Background: an optimization exercise with open tools, aiming at small area and a short achievable clock period. Do not read the settings as production practice.
Where RTL was checked, it was by simulation tests only, not by an equivalence proof against the original.

==> flow/design.v <==
package mips_defs;
    typedef enum logic [2:0] {
        MD_NONE  = 3'd0,
        MD_MULT  = 3'd1,
        MD_MULTU = 3'd2,
        MD_DIV   = 3'd3,
        MD_DIVU  = 3'd4,
        MD_MTHI  = 3'd5,
        MD_MTLO  = 3'd6
    } md_op_e;
endpackage
module md_add35 (
    input  logic [34:0] x,
    input  logic [34:0] y,
    input  logic        ci,
    output logic [34:0] s
);
    logic [35:0] g, p;
    logic [34:0] h;
    always_comb begin
        g[0] = ci;
        p[0] = 1'b0;
        for (int i = 0; i < 35; i++) begin
            g[i+1] = x[i] & y[i];
            p[i+1] = x[i] ^ y[i];
            h[i]   = x[i] ^ y[i];
        end
        for (int l = 1; l < 36; l = l * 2)
            for (int i = 2 * l - 1; i < 36; i += 2 * l) begin
                g[i] = g[i] | (p[i] & g[i-l]);
                p[i] = p[i] & p[i-l];
            end
        for (int l = 16; l >= 1; l = l / 2)
            for (int i = 3 * l - 1; i < 36; i += 2 * l) begin
                g[i] = g[i] | (p[i] & g[i-l]);
                p[i] = p[i] & p[i-l];
            end
        for (int i = 0; i < 35; i++) s[i] = h[i] ^ g[i];
    end
endmodule
module md_cneg (
    input  logic [31:0] x,
    input  logic        en,
    output logic [31:0] y
);
    logic [32:0] c;
    always_comb begin
        c[0] = en;
        for (int i = 0; i < 32; i++) begin
            y[i]   = (x[i] ^ en) ^ c[i];
            c[i+1] = (x[i] ^ en) & c[i];
        end
    end
endmodule
module md_step (
    input  logic        dvj,      
    input  logic [33:0] u,
    input  logic [32:0] ms,       
    input  logic        nz,
    input  logic        two,
    input  logic        negm,     
    input  logic        bneg,     
    input  logic        qp,       
    input  logic        qin,      
    output logic [34:0] s,        
    output logic        q,        
    output logic [33:0] un        
);
    logic [34:0] m35, x, y;
    logic        neg;
    assign neg = dvj ? (qp ^ bneg) : negm;
    assign m35 = {{2{ms[32]}}, ms};
    assign y   = ((two ? {m35[33:0], 1'b0} : m35) & {35{nz}}) ^ {35{neg}};
    assign x   = {u[33], u};
    md_add35 u_add (.x(x), .y(y), .ci(neg), .s(s));
    assign q  = ~s[34];
    assign un = dvj ? {s[32:0], qin} : {s[34], s[34:2]};
endmodule
module md_dp (
    input  logic        busy,
    input  logic        dv,
    input  logic        sg,
    input  logic [3:0]  cnt,
    input  logic        bprev,
    input  logic        aneg_r,
    input  logic [31:0] m,
    input  logic [33:0] ph,
    input  logic [31:0] pl,
    input  logic [31:0] hi,
    input  logic [31:0] lo,
    output logic        last,
    output logic [33:0] ph_n,
    output logic [31:0] pl_n,
    output logic        bprev_n,
    output logic        aneg_n,
    output logic [31:0] hi_r,
    output logic [31:0] lo_r
);
    logic first;
    assign first = (cnt == 4'd0);
    assign last  = dv ? (cnt == 4'd9) : (cnt == 4'd4);
    logic [32:0] ms;
    logic        a_neg, b_neg, div_zero;
    assign ms       = {sg & m[31], m};
    assign b_neg    = sg & m[31];
    assign div_zero = (m == 32'd0);
    assign a_neg    = first ? (sg & pl[31]) : aneg_r;
    logic [31:0] pl_neg, rem_neg;
    md_cneg u_negq (.x(pl), .en(first ? a_neg : (aneg_r ^ b_neg)), .y(pl_neg));
    md_cneg u_negr (.x(s[0][32:1]), .en(aneg_r), .y(rem_neg));
    logic       fix;
    logic [3:0] dvj, nz, two, negm, qp, qin;
    assign fix = dv & (cnt == 4'd9);
    always_comb begin
        for (int j = 0; j < 4; j++) begin
            logic b2, b1, b0;
            b2 = pl[2*j+1];
            b1 = pl[2*j];
            b0 = (j == 0) ? bprev : pl[2*j-1];
            dvj[j] = dv & ~fix;
            if (dv) begin
                nz[j]   = (j == 0) ? (~fix | ph[33]) : 1'b1;
                two[j]  = fix;
                negm[j] = b_neg;
            end else if (cnt == 4'd4) begin
                nz[j]   = (j == 0) & ~sg & bprev;
                two[j]  = 1'b0;
                negm[j] = 1'b0;
            end else begin
                nz[j]   = (b1 ^ b0) | (b2 ^ b1);
                two[j]  = ~(b1 ^ b0);
                negm[j] = b2 & ~(b1 & b0);
            end
            qin[j] = pl[30-j];
        end
    end
    logic [33:0] u [0:4];
    logic [34:0] s [0:3];
    logic [3:0]  q;
    assign u[0] = ph;
    assign qp   = {q[2:0], ~ph[33]};
    for (genvar j = 0; j < 4; j++) begin : g_step
        md_step u_step (
            .dvj(dvj[j]), .u(u[j]), .ms(ms), .nz(nz[j]), .two(two[j]), .negm(negm[j]),
            .bneg(b_neg), .qp(qp[j]), .qin(qin[j]), .s(s[j]), .q(q[j]), .un(u[j+1])
        );
    end
    always_comb begin
        hi_r = hi;
        lo_r = lo;
        if (busy && last && !dv) begin
            hi_r = s[0][31:0];
            lo_r = pl;
        end else if (busy && last && !div_zero) begin
            hi_r = rem_neg;
            lo_r = pl_neg;
        end
    end
    always_comb begin
        bprev_n = bprev;
        aneg_n  = aneg_r;
        if (dv) begin
            if (first) begin
                aneg_n = a_neg;
                pl_n   = pl_neg;
                ph_n   = {33'd0, pl_neg[31]};
            end else begin
                ph_n = u[4];
                pl_n = {pl[27:0], q[0], q[1], q[2], q[3]};
            end
        end else begin
            ph_n    = u[4];
            pl_n    = {s[3][1:0], s[2][1:0], s[1][1:0], s[0][1:0], pl[31:8]};
            bprev_n = pl[7];
        end
    end
endmodule
module md_unit (
    input  logic        clk,
    input  logic        reset,
    input  logic        start,
    input  logic        cancel,
    input  logic [2:0]  op,
    input  logic [31:0] a,
    input  logic [31:0] b,
    output logic        busy,
    output logic [31:0] hi,
    output logic [31:0] lo
);
    logic        idle;      
    logic        dv;        
    logic        sg;        
    logic [3:0]  cnt;       
    logic        bprev;     
    logic        aneg_r;    
    logic [31:0] m;         
    logic [33:0] ph;        
    logic [31:0] pl;        
    logic        last, bprev_n, aneg_n;
    logic [33:0] ph_n;
    logic [31:0] pl_n, hi_r, lo_r;
    md_dp u_dp (
        .busy(!idle), .dv(dv), .sg(sg), .cnt(cnt), .bprev(bprev), .aneg_r(aneg_r),
        .m(m), .ph(ph), .pl(pl), .hi(hi), .lo(lo),
        .last(last), .ph_n(ph_n), .pl_n(pl_n), .bprev_n(bprev_n), .aneg_n(aneg_n),
        .hi_r(hi_r), .lo_r(lo_r)
    );
    logic go, mthi, mtlo;
    assign go   = start && !cancel && idle;
    assign mthi = go && (op == 3'd5);
    assign mtlo = go && (op == 3'd6);
    logic run;
    assign run = go && (op != 3'd0) && (op[2:1] != 2'b11) && (op != 3'd5);
    always_ff @(posedge clk) begin
        if (reset) begin
            busy <= 1'b0;
            idle <= 1'b1;
            hi   <= '0;
            lo   <= '0;
        end else begin
            hi <= mthi ? a : hi_r;
            lo <= mtlo ? a : lo_r;
            if (!idle) begin
                busy <= !last;
                idle <= last;
            end else begin
                busy <= run;
                idle <= !run;
            end
        end
    end
    always_ff @(posedge clk) begin
        if (idle) begin
            m     <= b;
            pl    <= a;
            ph    <= '0;
            cnt   <= '0;
            bprev <= 1'b0;
            dv    <= op[2] | (op[1] & op[0]);    
            sg    <= (op == 3'd1) || (op == 3'd3);
        end else begin
            cnt    <= cnt + 4'd1;
            ph     <= ph_n;
            pl     <= pl_n;
            bprev  <= bprev_n;
            aneg_r <= aneg_n;
        end
    end
endmodule
clock: 100.0 ns
lec_check: 0
abc_area: 1
cap_margin: 20
core_margin: 2
core_utilization: 40
slew_margin: 20
synth_hierarchical: 1
synth_minimum_keep_size: 2000
standard.sh (not shown) runs the stock make flow with config.mk's settings and CLKGATE_MAP_FILE= SYNTH_SCRIPT=/design/flow/synth_recipe.tcl, a recipe that flattens the netlist after the stock synthesis.
==> flow/flow/run.sh <==
#!/bin/bash
# Standard layout, with plain buffers (not delay cells) on the ports.
set -euo pipefail
export BUFFER_PORTS_ARGS="-buffer_cell sky130_fd_sc_hd__buf_1"
bash standard.sh > standard_make.log 2>&1
The first run ran to the end with no violations.
Then changed:
--- a/flow/design.v
+++ b/flow/design.v
@@ -54,5 +54,6 @@
 endmodule
 module md_step (
-    input  logic        dvj,      
+    input  logic        dq,       
+    input  logic        df,       
     input  logic [33:0] u,
     input  logic [32:0] ms,       
@@ -69,11 +70,11 @@
     logic [34:0] m35, x, y;
     logic        neg;
-    assign neg = dvj ? (qp ^ bneg) : negm;
+    assign neg = dq ? (qp ^ bneg) : negm;
     assign m35 = {{2{ms[32]}}, ms};
     assign y   = ((two ? {m35[33:0], 1'b0} : m35) & {35{nz}}) ^ {35{neg}};
     assign x   = {u[33], u};
-    md_add35 u_add (.x(x), .y(y), .ci(neg), .s(s));
+    md_add35 u_add (.x(x), .y(y), .ci(neg & nz), .s(s));
     assign q  = ~s[34];
-    assign un = dvj ? {s[32:0], qin} : {s[34], s[34:2]};
+    assign un = df ? {s[32:0], qin} : {s[34], s[34:2]};
 endmodule
 module md_dp (
@@ -106,9 +107,8 @@
     assign div_zero = (m == 32'd0);
     assign a_neg    = first ? (sg & pl[31]) : aneg_r;
-    logic [31:0] pl_neg, rem_neg;
+    logic [31:0] pl_neg;
     md_cneg u_negq (.x(pl), .en(first ? a_neg : (aneg_r ^ b_neg)), .y(pl_neg));
-    md_cneg u_negr (.x(s[0][32:1]), .en(aneg_r), .y(rem_neg));
     logic       fix;
-    logic [3:0] dvj, nz, two, negm, qp, qin;
+    logic [3:0] dq, df, nz, two, negm, qp, qin;
     assign fix = dv & (cnt == 4'd9);
     always_comb begin
@@ -118,9 +118,14 @@
             b1 = pl[2*j];
             b0 = (j == 0) ? bprev : pl[2*j-1];
-            dvj[j] = dv & ~fix;
-            if (dv) begin
-                nz[j]   = (j == 0) ? (~fix | ph[33]) : 1'b1;
-                two[j]  = fix;
-                negm[j] = b_neg;
+            dq[j] = dv & ~fix;
+            df[j] = dv;
+            if (dv && fix) begin
+                nz[j]   = (j == 0) & ph[33];
+                two[j]  = 1'b1;
+                negm[j] = (j == 0) ? (b_neg & ph[33]) : aneg_r;
+            end else if (dv) begin
+                nz[j]   = 1'b1;
+                two[j]  = 1'b0;
+                negm[j] = 1'b0;
             end else if (cnt == 4'd4) begin
                 nz[j]   = (j == 0) & ~sg & bprev;
@@ -132,5 +137,5 @@
                 negm[j] = b2 & ~(b1 & b0);
             end
-            qin[j] = pl[30-j];
+            qin[j] = pl[30-j] & ~(dv & (fix | (cnt == 4'd8 && j == 3)));
         end
     end
@@ -142,5 +147,5 @@
     for (genvar j = 0; j < 4; j++) begin : g_step
         md_step u_step (
-            .dvj(dvj[j]), .u(u[j]), .ms(ms), .nz(nz[j]), .two(two[j]), .negm(negm[j]),
+            .dq(dq[j]), .df(df[j]), .u(u[j]), .ms(ms), .nz(nz[j]), .two(two[j]), .negm(negm[j]),
             .bneg(b_neg), .qp(qp[j]), .qin(qin[j]), .s(s[j]), .q(q[j]), .un(u[j+1])
         );
@@ -153,5 +158,5 @@
             lo_r = pl;
         end else if (busy && last && !div_zero) begin
-            hi_r = rem_neg;
+            hi_r = s[1][33:2] ^ {32{aneg_r}};
             lo_r = pl_neg;
         end
- The new run passed the timing, DRC and antenna checks
- count of clock-buffer cells in the layout climbs by 1
- via count climbs slightly
- global-route usage climbs by 0.33 points
- wire length climbs slightly
- synthesized area climbs by a few percent
- synthesized cell count climbs by a little under a tenth
- die area climbs by a few percent
- cell count climbs by a little under a tenth
- non-clock buffer count climbs by 9
- worst setup slack degrades by 13 ps
- hold slack improves by 18 ps
The RTL of the second run of this note was laid out without a check of its function.

Starts from the design.v that is shown in full above.
==> flow/config.mk <==
export PLATFORM = sky130hd
export DESIGN_NAME = md_unit
export DESIGN_NICKNAME = md_unit
export VERILOG_FILES = /design/flow/design.v
export SDC_FILE = /design/flow/constraint.sdc
export NUM_CORES = 4
export LEC_CHECK = 0
export ABC_AREA = 1
export CAP_MARGIN = 20
export CORE_MARGIN = 2
export CORE_UTILIZATION = 40
export SLEW_MARGIN = 20
export SYNTH_HIERARCHICAL = 1
export SYNTH_MINIMUM_KEEP_SIZE = 2000
==> flow/constraint.sdc <==
create_clock -name core_clock -period 100.0 [get_ports {clk}]
set_input_delay 20.0000 -clock core_clock [delete_from_list [all_inputs] [get_ports {clk}]]
set_output_delay 20.0000 -clock core_clock [all_outputs]
set_load 0.01 [all_outputs]
==> flow/flow/run.sh <==
#!/bin/bash
# The standard layout (standard.sh) with these changes:
#  - synthesis maps with ORFS's ABC area script without its upsize step (flow/abc_area.script),
#  - the ports get plain buffers (buf_1) instead of delay cells,
#  - clock tree synthesis uses a clkbuf_16 root, clkbuf_8 elsewhere, and no dummy loads.
# Tool output: standard_make.log here and ORFS's own logs under orfs/logs.
set -euo pipefail
W=$(pwd)
rm -rf "$W/orfs_scripts"
cp -r "$FLOW_HOME/scripts" "$W/orfs_scripts"
cp "$W/flow/abc_area.script" "$W/orfs_scripts/abc_area.script"
export SCRIPTS_DIR="$W/orfs_scripts"
export BUFFER_PORTS_ARGS="-buffer_cell sky130_fd_sc_hd__buf_1"
export CTS_ARGS="-sink_clustering_enable -repair_clock_nets -dont_use_dummy_load -root_buf sky130_fd_sc_hd__clkbuf_16 -buf_list sky130_fd_sc_hd__clkbuf_8"
bash standard.sh > standard_make.log 2>&1
==> flow/flow/abc_area.script <==
strash
dch
map -B 0.9
topo
stime -c
buffer -c
dnsize -c
Then changed:
--- a/flow/design.v
+++ b/flow/design.v
@@ -40,18 +40,18 @@
 endmodule
 module md_cneg (
     input  logic [31:0] x,
     input  logic        en,
     output logic [31:0] y
 );
-    logic [32:0] c;
-    always_comb begin
-        c[0] = en;
+    logic [32:0] o;      
+    always_comb begin
+        o[0] = 1'b0;
         for (int i = 0; i < 32; i++) begin
-            y[i]   = (x[i] ^ en) ^ c[i];
-            c[i+1] = (x[i] ^ en) & c[i];
+            y[i]   = x[i] ^ (en & o[i]);
+            o[i+1] = o[i] | x[i];
         end
     end
 endmodule
 module md_step (
     input  logic        dvj,      
     input  logic [33:0] u,
@@ -103,13 +103,13 @@
     logic        a_neg, b_neg, div_zero;
     assign ms       = {sg & m[31], m};
     assign b_neg    = sg & m[31];
     assign div_zero = (m == 32'd0);
     assign a_neg    = first ? (sg & pl[31]) : aneg_r;
     logic [31:0] pl_neg, rem_neg;
-    md_cneg u_negq (.x(pl), .en(first ? a_neg : (aneg_r ^ b_neg)), .y(pl_neg));
+    md_cneg u_negq (.x(pl), .en(dv & (first ? a_neg : (aneg_r ^ b_neg))), .y(pl_neg));
     md_cneg u_negr (.x(s[0][32:1]), .en(aneg_r), .y(rem_neg));
     logic       fix;
     logic [3:0] dvj, nz, two, negm, qp, qin;
     assign fix = dv & (cnt == 4'd9);
     always_comb begin
         for (int j = 0; j < 4; j++) begin
@@ -145,17 +145,14 @@
             .bneg(b_neg), .qp(qp[j]), .qin(qin[j]), .s(s[j]), .q(q[j]), .un(u[j+1])
         );
     end
     always_comb begin
         hi_r = hi;
         lo_r = lo;
-        if (busy && last && !dv) begin
-            hi_r = s[0][31:0];
-            lo_r = pl;
-        end else if (busy && last && !div_zero) begin
-            hi_r = rem_neg;
+        if (busy && last && (!dv || !div_zero)) begin
+            hi_r = dv ? rem_neg : s[0][31:0];
             lo_r = pl_neg;
         end
     end
     always_comb begin
         bprev_n = bprev;
         aneg_n  = aneg_r;
Effect: The new run finished clean. Cell area fell by 3.8%. Clock skew barely changes. Setup slack gets worse by 0.071 ns. Core utilization rose by 0.29 points. Via count fell by 3.2%. Cell count fell by 2.5%. Non-clock buffer count fell by 2. Global-route usage fell by 0.22 points. Fmax fell by 0.34%. First-iteration DRC count fell by 5.5%. Register-to-register slack gets worse by 3.1 ns.

RTL: one of the versions met above, not the one the previous note started from.
Size: ~170 flip-flops.
==> module md_step, before the edit <==
module md_step (
    input  logic        dvj,      
    input  logic [33:0] u,
    input  logic [32:0] ms,       
    input  logic        nz,
    input  logic        two,
    input  logic        negm,     
    input  logic        bneg,     
    input  logic        qp,       
    input  logic        qin,      
    output logic [34:0] s,        
    output logic        q,        
    output logic [33:0] un        
);
    logic [34:0] m35, x, y;
    logic        neg;
    assign neg = dvj ? (qp ^ bneg) : negm;
    assign m35 = {{2{ms[32]}}, ms};
    assign y   = ((two ? {m35[33:0], 1'b0} : m35) & {35{nz}}) ^ {35{neg}};
    assign x   = {u[33], u};
    md_add35 u_add (.x(x), .y(y), .ci(neg), .s(s));
    assign q  = ~s[34];
    assign un = dvj ? {s[32:0], qin} : {s[34], s[34:2]};
endmodule
==> module md_dp, before the edit <==
module md_dp (
    input  logic        busy,
    input  logic        dv,
    input  logic        sg,
    input  logic [3:0]  cnt,
    input  logic        bprev,
    input  logic        aneg_r,
    input  logic [31:0] m,
    input  logic [33:0] ph,
    input  logic [31:0] pl,
    input  logic [31:0] hi,
    input  logic [31:0] lo,
    output logic        last,
    output logic [33:0] ph_n,
    output logic [31:0] pl_n,
    output logic        bprev_n,
    output logic        aneg_n,
    output logic [31:0] hi_r,
    output logic [31:0] lo_r
);
    logic first;
    assign first = (cnt == 4'd0);
    assign last  = dv ? (cnt == 4'd9) : (cnt == 4'd4);
    logic [32:0] ms;
    logic        a_neg, b_neg, div_zero;
    assign ms       = {sg & m[31], m};
    assign b_neg    = sg & m[31];
    assign div_zero = (m == 32'd0);
    assign a_neg    = first ? (sg & pl[31]) : aneg_r;
    logic [31:0] pl_neg, rem_neg;
    md_cneg u_negq (.x(pl), .en(dv & (first ? a_neg : (aneg_r ^ b_neg))), .y(pl_neg));
    md_cneg u_negr (.x(s[0][32:1]), .en(aneg_r), .y(rem_neg));
    logic       fix;
    logic [3:0] dvj, nz, two, negm, qp, qin;
    assign fix = dv & (cnt == 4'd9);
    always_comb begin
        for (int j = 0; j < 4; j++) begin
            logic b2, b1, b0;
            b2 = pl[2*j+1];
            b1 = pl[2*j];
            b0 = (j == 0) ? bprev : pl[2*j-1];
            dvj[j] = dv & ~fix;
            if (dv) begin
                nz[j]   = (j == 0) ? (~fix | ph[33]) : 1'b1;
                two[j]  = fix;
                negm[j] = b_neg;
            end else if (cnt == 4'd4) begin
                nz[j]   = (j == 0) & ~sg & bprev;
                two[j]  = 1'b0;
                negm[j] = 1'b0;
            end else begin
                nz[j]   = (b1 ^ b0) | (b2 ^ b1);
                two[j]  = ~(b1 ^ b0);
                negm[j] = b2 & ~(b1 & b0);
            end
            qin[j] = pl[30-j];
        end
    end
    logic [33:0] u [0:4];
    logic [34:0] s [0:3];
    logic [3:0]  q;
    assign u[0] = ph;
    assign qp   = {q[2:0], ~ph[33]};
    for (genvar j = 0; j < 4; j++) begin : g_step
        md_step u_step (
            .dvj(dvj[j]), .u(u[j]), .ms(ms), .nz(nz[j]), .two(two[j]), .negm(negm[j]),
            .bneg(b_neg), .qp(qp[j]), .qin(qin[j]), .s(s[j]), .q(q[j]), .un(u[j+1])
        );
    end
    always_comb begin
        hi_r = hi;
        lo_r = lo;
        if (busy && last && (!dv || !div_zero)) begin
            hi_r = dv ? rem_neg : s[0][31:0];
            lo_r = pl_neg;
        end
    end
    always_comb begin
        bprev_n = bprev;
        aneg_n  = aneg_r;
        if (dv) begin
            if (first) begin
                aneg_n = a_neg;
                pl_n   = pl_neg;
                ph_n   = {33'd0, pl_neg[31]};
            end else begin
                ph_n = u[4];
                pl_n = {pl[27:0], q[0], q[1], q[2], q[3]};
            end
        end else begin
            ph_n    = u[4];
            pl_n    = {s[3][1:0], s[2][1:0], s[1][1:0], s[0][1:0], pl[31:8]};
            bprev_n = pl[7];
        end
    end
endmodule
==> module md_unit, before the edit <==
module md_unit (
    input  logic        clk,
    input  logic        reset,
    input  logic        start,
    input  logic        cancel,
    input  logic [2:0]  op,
    input  logic [31:0] a,
    input  logic [31:0] b,
    output logic        busy,
    output logic [31:0] hi,
    output logic [31:0] lo
);
    logic        idle;      
    logic        dv;        
    logic        sg;        
    logic [3:0]  cnt;       
    logic        bprev;     
    logic        aneg_r;    
    logic [31:0] m;         
    logic [33:0] ph;        
    logic [31:0] pl;        
    logic        last, bprev_n, aneg_n;
    logic [33:0] ph_n;
    logic [31:0] pl_n, hi_r, lo_r;
    md_dp u_dp (
        .busy(!idle), .dv(dv), .sg(sg), .cnt(cnt), .bprev(bprev), .aneg_r(aneg_r),
        .m(m), .ph(ph), .pl(pl), .hi(hi), .lo(lo),
        .last(last), .ph_n(ph_n), .pl_n(pl_n), .bprev_n(bprev_n), .aneg_n(aneg_n),
        .hi_r(hi_r), .lo_r(lo_r)
    );
    logic go, mthi, mtlo;
    assign go   = start && !cancel && idle;
    assign mthi = go && (op == 3'd5);
    assign mtlo = go && (op == 3'd6);
    logic run;
    assign run = go && (op != 3'd0) && (op[2:1] != 2'b11) && (op != 3'd5);
    always_ff @(posedge clk) begin
        if (reset) begin
            busy <= 1'b0;
            idle <= 1'b1;
            hi   <= '0;
            lo   <= '0;
        end else begin
            hi <= mthi ? a : hi_r;
            lo <= mtlo ? a : lo_r;
            if (!idle) begin
                busy <= !last;
                idle <= last;
            end else begin
                busy <= run;
                idle <= !run;
            end
        end
    end
    always_ff @(posedge clk) begin
        if (idle) begin
            m     <= b;
            pl    <= a;
            ph    <= '0;
            cnt   <= '0;
            bprev <= 1'b0;
            dv    <= op[2] | (op[1] & op[0]);    
            sg    <= (op == 3'd1) || (op == 3'd3);
        end else begin
            cnt    <= cnt + 4'd1;
            ph     <= ph_n;
            pl     <= pl_n;
            bprev  <= bprev_n;
            aneg_r <= aneg_n;
        end
    end
endmodule
clock: 100.0 ns
lec_check: 0
abc_area: 1
cap_margin: 20
core_margin: 2
core_utilization: 40
slew_margin: 50
synth_hierarchical: 1
synth_minimum_keep_size: 2000
==> flow/flow/run.sh <==
#!/bin/bash
# The standard layout (standard.sh) with these changes:
#  - synthesis maps with ORFS's ABC area script, with dch -f and without its upsize step (flow/abc_area.script),
#  - the ports get plain buffers (buf_1) instead of delay cells,
#  - clock tree synthesis uses a clkbuf_16 root, clkbuf_8 elsewhere, and no dummy loads.
# Tool output: standard_make.log here and ORFS's own logs under orfs/logs.
set -euo pipefail
W=$(pwd)
rm -rf "$W/orfs_scripts"
cp -r "$FLOW_HOME/scripts" "$W/orfs_scripts"
cp "$W/flow/abc_area.script" "$W/orfs_scripts/abc_area.script"
export SCRIPTS_DIR="$W/orfs_scripts"
export BUFFER_PORTS_ARGS="-buffer_cell sky130_fd_sc_hd__buf_1"
export CTS_ARGS="-sink_clustering_enable -repair_clock_nets -dont_use_dummy_load -root_buf sky130_fd_sc_hd__clkbuf_16 -buf_list sky130_fd_sc_hd__clkbuf_8"
bash standard.sh > standard_make.log 2>&1
==> flow/flow/abc_area.script <==
strash
dch -f
map -B 0.9
topo
stime -c
buffer -c
dnsize -c
The baseline produced a clean layout.
Change:
--- a/flow/design.v
+++ b/flow/design.v
@@ -52,10 +52,11 @@
         end
     end
 endmodule
 module md_step (
     input  logic        dvj,      
+    input  logic        df,       
     input  logic [33:0] u,
     input  logic [32:0] ms,       
     input  logic        nz,
     input  logic        two,
     input  logic        negm,     
@@ -72,11 +73,11 @@
     assign m35 = {{2{ms[32]}}, ms};
     assign y   = ((two ? {m35[33:0], 1'b0} : m35) & {35{nz}}) ^ {35{neg}};
     assign x   = {u[33], u};
     md_add35 u_add (.x(x), .y(y), .ci(neg), .s(s));
     assign q  = ~s[34];
-    assign un = dvj ? {s[32:0], qin} : {s[34], s[34:2]};
+    assign un = df ? {s[32:0], qin} : {s[34], s[34:2]};
 endmodule
 module md_dp (
     input  logic        busy,
     input  logic        dv,
     input  logic        sg,
@@ -115,12 +116,16 @@
         for (int j = 0; j < 4; j++) begin
             logic b2, b1, b0;
             b2 = pl[2*j+1];
             b1 = pl[2*j];
             b0 = (j == 0) ? bprev : pl[2*j-1];
-            dvj[j] = dv & ~fix;
-            if (dv) begin
+            dvj[j] = dv & ~fix & ~first;
+            if (dv && first) begin
+                nz[j]   = 1'b0;
+                two[j]  = 1'b0;
+                negm[j] = 1'b0;
+            end else if (dv) begin
                 nz[j]   = (j == 0) ? (~fix | ph[33]) : 1'b1;
                 two[j]  = fix;
                 negm[j] = b_neg;
             end else if (cnt == 4'd4) begin
                 nz[j]   = (j == 0) & ~sg & bprev;
@@ -129,21 +134,21 @@
             end else begin
                 nz[j]   = (b1 ^ b0) | (b2 ^ b1);
                 two[j]  = ~(b1 ^ b0);
                 negm[j] = b2 & ~(b1 & b0);
             end
-            qin[j] = pl[30-j];
+            qin[j] = (dv && first) ? ((j == 3) & pl_neg[31]) : pl[30-j];
         end
     end
     logic [33:0] u [0:4];
     logic [34:0] s [0:3];
     logic [3:0]  q;
     assign u[0] = ph;
     assign qp   = {q[2:0], ~ph[33]};
     for (genvar j = 0; j < 4; j++) begin : g_step
         md_step u_step (
-            .dvj(dvj[j]), .u(u[j]), .ms(ms), .nz(nz[j]), .two(two[j]), .negm(negm[j]),
+            .dvj(dvj[j]), .df(dv), .u(u[j]), .ms(ms), .nz(nz[j]), .two(two[j]), .negm(negm[j]),
             .bneg(b_neg), .qp(qp[j]), .qin(qin[j]), .s(s[j]), .q(q[j]), .un(u[j+1])
         );
     end
     always_comb begin
         hi_r = hi;
@@ -155,16 +160,15 @@
     end
     always_comb begin
         bprev_n = bprev;
         aneg_n  = aneg_r;
         if (dv) begin
+            ph_n = u[4];
             if (first) begin
                 aneg_n = a_neg;
                 pl_n   = pl_neg;
-                ph_n   = {33'd0, pl_neg[31]};
             end else begin
-                ph_n = u[4];
                 pl_n = {pl[27:0], q[0], q[1], q[2], q[3]};
             end
         end else begin
             ph_n    = u[4];
             pl_n    = {s[3][1:0], s[2][1:0], s[1][1:0], s[0][1:0], pl[31:8]};
@@ -206,19 +210,24 @@
     assign go   = start && !cancel && idle;
     assign mthi = go && (op == 3'd5);
     assign mtlo = go && (op == 3'd6);
     logic run;
     assign run = go && (op != 3'd0) && (op[2:1] != 2'b11) && (op != 3'd5);
+    logic hi_a, hi_k, lo_a, lo_k;
+    assign hi_a = mthi && !reset;
+    assign hi_k = !mthi && !reset;
+    assign lo_a = mtlo && !reset;
+    assign lo_k = !mtlo && !reset;
+    always_ff @(posedge clk) begin
+        hi <= ({32{hi_a}} & a) | ({32{hi_k}} & hi_r);
+        lo <= ({32{lo_a}} & a) | ({32{lo_k}} & lo_r);
+    end
     always_ff @(posedge clk) begin
         if (reset) begin
             busy <= 1'b0;
             idle <= 1'b1;
-            hi   <= '0;
-            lo   <= '0;
         end else begin
-            hi <= mthi ? a : hi_r;
-            lo <= mtlo ? a : lo_r;
             if (!idle) begin
                 busy <= !last;
                 idle <= last;
             end else begin
                 busy <= run;
Effect: Wire length went down by 2.5%; via count went down by 3.7%; die area went down by 2.8%; non-clock buffer count went down by 4; setup slack got worse by 0.23 ns; worst hold slack got worse by 0.011 ns; final area went down by 2.9%; core utilization hardly moves; area after synthesis went down by 2.9%; global-route usage hardly moves.

-- afterwards: timing with drivers on the ports --
In the flow no input, the clock included, has a driving cell. The finished layouts below were timed again as built, in two steps. Step 1 sets driving cells, clkbuf_16 on the clock port and buf_2 on the other inputs (assumed; they add their load-dependent delay and slew). Step 2 times the ports against the registers' clock, not the clock port: input delays grow and output delays shrink by t, the midpoint of the rising clock arrivals with the driver on. Three values: ideal, step 1, step 2; two values: the first two.
| run | shift t [ns] | setup WS [ns] | worst setup path after step 2 | cell pins on the clock port's net |
|---|---|---|---|---|
| the first run of note 1 | 0.570 | 78.850 / 78.785 / 78.433 | input to register | 1 |
| the second run of note 1 | 0.556 | 78.837 / 78.779 / 78.434 | input to register | 1 |
| the first run of note 2 | 0.504 | 78.873 / 78.812 / 78.522 | input to register | 1 |
| the second run of note 2 | 0.495 | 78.802 / 78.802 / 78.499 | input to register | 1 |
| the first run of note 3 | 0.504 | 78.944 / 78.908 / 78.470 | input to register | 1 |
| the second run of note 3 | 0.500 | 78.710 / 78.741 / 78.241 | input to register | 1 |
After both steps every run listed still meets setup and hold. For the first run of note 3, which loses most, drivers alone change the setup slack by -0.036 ns; drivers and shift together by -0.474 ns.
